Source: an optimization exercise on an open RTL-to-GDS flow (aim: small area and a short achievable clock period). Production flows keep margins and buffers that such runs may drop.
Only simulation tests tie the RTL to the original design; equivalence was not proved.
The flow treats the clock pin as an ideal source. Dropping or thinning the clock tree relies on that and would not hold on a real chip.
Power figures rest on the tool's default switching activity, not on a simulated workload.

ember:
==> flow/design.v (excerpt) <==
module frame_detector #(
  parameter int FIFO_DEPTH = 4
) (
  input  logic        clk_in,
  input  logic        rst_n,
  input  logic [15:0] data_in,
  output logic        data_out_ch1, data_out_ch2, data_out_ch3, data_out_ch4,
  output logic        data_out_ch5, data_out_ch6, data_out_ch7, data_out_ch8,
  output logic        data_vld_ch1, data_vld_ch2, data_vld_ch3, data_vld_ch4,
  output logic        data_vld_ch5, data_vld_ch6, data_vld_ch7, data_vld_ch8,
  output logic        fifo_empty,
  output logic        fifo_full,
  output logic        crc_valid_o,
  output logic        crc_err
);
Size: roughly 1400 cells after synthesis, roughly 800 flip-flops, ~38 I/O pins.
export LEC_CHECK = 0
export CAP_MARGIN = 20
export CORE_MARGIN = 2
export CORE_UTILIZATION = 40
export PLACE_DENSITY = 0.6
export SLEW_MARGIN = 20
create_clock -name core_clock -period 14.0 [get_ports {clk_in}]
standard.sh (not shown) runs the stock make flow with config.mk's settings and CLKGATE_MAP_FILE= SYNTH_SCRIPT=/design/flow/synth_recipe.tcl, a recipe that flattens the netlist after the stock synthesis.
==> flow/flow/run.sh <==
#!/bin/bash
# The standard layout (standard synthesis unchanged), with:
#  - timing repair asked for more setup slack than the clock needs, so the
#    resizer works on the paths that set the achieved period (same SDC);
#  - larger clock-sink clusters on a denser floorplan;
#  - ports buffered with buf_2 (the resizer still upsizes where timing needs).
# The make output goes to standard_finish.log; ORFS keeps each step's log
# under orfs/logs.
set -euo pipefail
bash standard.sh \
  SETUP_SLACK_MARGIN=10.4 \
  CTS_CLUSTER_SIZE=25 CTS_CLUSTER_DIAMETER=100 \
  CORE_UTILIZATION=50 PLACE_DENSITY=0.7 \
  POST_CTS_TCL="$PWD/flow/post_cts.tcl" \
  BUFFER_PORTS_ARGS="-buffer_cell sky130_fd_sc_hd__buf_2" \
  finish > standard_finish.log 2>&1
==> flow/flow/post_cts.tcl <==
set block [ord::get_db_block]
set clk_port [expr {[info exists ::env(FLOW_CLK_PORT)] ? $::env(FLOW_CLK_PORT) : "clk_in"}]
set clk_net [$block findNet $clk_port]
set iterms [$clk_net getITerms]
if {[llength $iterms] == 1} {
  set root [[lindex $iterms 0] getInst]
  set master [[$root getMaster] getName]
  set out_net [[$root findITerm X] getNet]
  set sinks {}
  foreach it [$out_net getITerms] {
    if {[$it getInst] ne $root} { lappend sinks $it }
  }
  set ok [expr {[string match "*clkbuf*" $master] && [llength $sinks] <= 4}]
  foreach it $sinks {
    if {![string match "*clkbuf*" [[[$it getInst] getMaster] getName]]} { set ok 0 }
  }
  if {$ok} {
    puts "post_cts: removing root buffer [$root getName] ($master), port now feeds [llength $sinks] buffers"
    foreach it $sinks {
      $it disconnect
      $it connect $clk_net
    }
    odb::dbInst_destroy $root
    odb::dbNet_destroy $out_net
  } else {
    puts "post_cts: root buffer kept"
  }
}
ember: no failed stages, no open violations at the end
diff inputs: ember => maple
==> flow/flow/run.sh <==
#!/bin/bash
set -euo pipefail
bash standard.sh \
  SETUP_SLACK_MARGIN=10.4 \
  CTS_ARGS="-sink_clustering_enable -repair_clock_nets -sink_clustering_size 22 -sink_clustering_max_diameter 90 -dont_use_dummy_load" \
  CORE_UTILIZATION=50 PLACE_DENSITY=0.7 \
  POST_CTS_TCL="$PWD/flow/post_cts.tcl" \
  BUFFER_PORTS_ARGS="-buffer_cell sky130_fd_sc_hd__buf_2" \
  finish > standard_finish.log 2>&1
## What came out
maple: no failed stages, no open violations at the end
Comparing ember and maple, the lower post-route worst setup slack is on ember.
Any difference in via total after detailed routing between maple and ember is small enough to ignore.
Re die boundary width: no difference whatsoever between ember and maple.
Compared with ember, in maple number of diodes now sits at about the same level; design area ~0 delta; data arrival at the endpoint of the critical path went down 0.03 ns.
Area added between synthesis and finish across ember and maple: no real change.
The lower length of routed met2 wiring came out of ember.
The following lists how lagoon was set up differently from maple:
==> flow/flow/run.sh <==
#!/bin/bash
# The standard layout (standard synthesis unchanged), with:
#  - timing repair asked for more setup slack than the clock needs, so the
#    resizer works on the paths that set the achieved period (same SDC);
#  - larger clock-sink clusters on a denser floorplan;
#  - ports buffered with buf_2 (the resizer still upsizes where timing needs).
# The make output goes to standard_finish.log; ORFS keeps each step's log
# under orfs/logs.
set -euo pipefail
bash standard.sh \
  SETUP_SLACK_MARGIN=10.4 \
  CTS_ARGS="-sink_clustering_enable -repair_clock_nets -sink_clustering_size 25 -sink_clustering_max_diameter 100 -apply_ndr full" \
  CORE_UTILIZATION=58 PLACE_DENSITY=0.75 \
  POST_CTS_TCL="$PWD/flow/post_cts.tcl" \
  BUFFER_PORTS_ARGS="-buffer_cell sky130_fd_sc_hd__buf_2" \
  finish > standard_finish.log 2>&1
Delta (lagoon minus maple): fmax -1.2 MHz, worst IR drop on VDD moved up. lagoon — total of clock buffers placed in the layout 24% higher, maple as reference. Delta (lagoon minus maple): via count of the first global-routing pass saw a decrease; switching part of the total power moved up; cell-internal power went down 0.036 mW; via count went up.
#### Input delta (quartz over lagoon)
==> flow/flow/run.sh <==
#!/bin/bash
# The standard layout (standard synthesis unchanged), with:
#  - timing repair asked for more setup slack than the clock needs, so the
#    resizer works on the paths that set the achieved period (same SDC);
#  - larger clock-sink clusters on a denser floorplan;
set -euo pipefail
bash standard.sh \
  SETUP_SLACK_MARGIN=10.4 \
  CTS_CLUSTER_SIZE=25 CTS_CLUSTER_DIAMETER=100 \
  CORE_UTILIZATION=50 PLACE_DENSITY=0.7 \
  POST_CTS_TCL="$PWD/flow/post_cts.tcl" \
  BUFFER_PORTS_ARGS="-buffer_cell sky130_fd_sc_hd__buf_2" \
  finish > standard_finish.log 2>&1
--- outcome ---
quartz ran to completion and came out clean on the timing, DRC and antenna checks. The run showing the greater cell area after layout is quartz. Number of instances in the placed design: quartz vs lagoon up 6.4%. Transition time of the tightest slew-check pin down 0.032 ns in quartz wrt lagoon. quartz: non-clock buffer count higher than lagoon. Summary of quartz over lagoon: relative area change from synthesis to final layout climbed 0.92 points; post-route clock period utilization essentially unchanged.
## Diff of input files: raven against quartz
--- a/flow/flow/run.sh
+++ b/flow/flow/run.sh
@@ -7,7 +7,6 @@
 bash standard.sh \
   SETUP_SLACK_MARGIN=10.4 \
-  CTS_CLUSTER_SIZE=25 CTS_CLUSTER_DIAMETER=100 \
+  CTS_ARGS="-sink_clustering_enable -repair_clock_nets -sink_clustering_size 25 -sink_clustering_max_diameter 100 -dont_use_dummy_load" \
   CORE_UTILIZATION=50 PLACE_DENSITY=0.7 \
   POST_CTS_TCL="$PWD/flow/post_cts.tcl" \
-  BUFFER_PORTS_ARGS="-buffer_cell sky130_fd_sc_hd__buf_2" \
   finish > standard_finish.log 2>&1
==> comparison <==
Of quartz and raven, the higher clock network power belongs to quartz.
Combinational share of power came out higher on raven than on quartz.
Cmp raven vs quartz: power density over the cells lower in raven
Looking at cell count, raven sits about 1% below quartz.
Worst-case headroom to the max-slew limit on raven is down relative to quartz.
Compared with quartz, raven supports a higher clock frequency.
Delta (raven minus quartz): number of remaining DRC errors flat, total detailed-routing wirelength shows an increase of 1.4%.

==> afterwards: timing with drivers on the ports <==
Ports are ideal in the flow. The routed layouts listed here were re-timed in OpenROAD.
Step 1 (the two cells are an assumption about what drives the block):
set clk [get_ports {clk_in}]
set_driving_cell -lib_cell sky130_fd_sc_hd__clkbuf_16 $clk
set_driving_cell -lib_cell sky130_fd_sc_hd__buf_2 [delete_from_list [all_inputs] $clk]
Step 2 also shifts input and output timing later by t, the mid clock arrival at the registers, as if the neighbouring blocks saw the same clock.
Three values: ideal, step 1, step 2; two values: the first two.
run	t (ns)	setup slack, ns	worst setup path at the end	worst slew at a driven data input, ns	cell pins on the clock port's net
ember	0.501	10.327 / 10.210 / 10.181	input to register	0.03	4
maple	0.482	10.356 / 10.244 / 10.174	input to register	0.03	4
lagoon	0.483	10.341 / 10.237 / 10.153	input to register	0.03	4
quartz	0.501	10.327 / 10.210 / 10.181	input to register	0.03	4
raven	0.476	10.371 / 10.257 / 10.134	input to register	0.03	4
After both steps every run listed still meets setup and hold. For raven, which loses most, drivers alone change the setup slack by -0.114 ns; drivers and shift together by -0.237 ns.
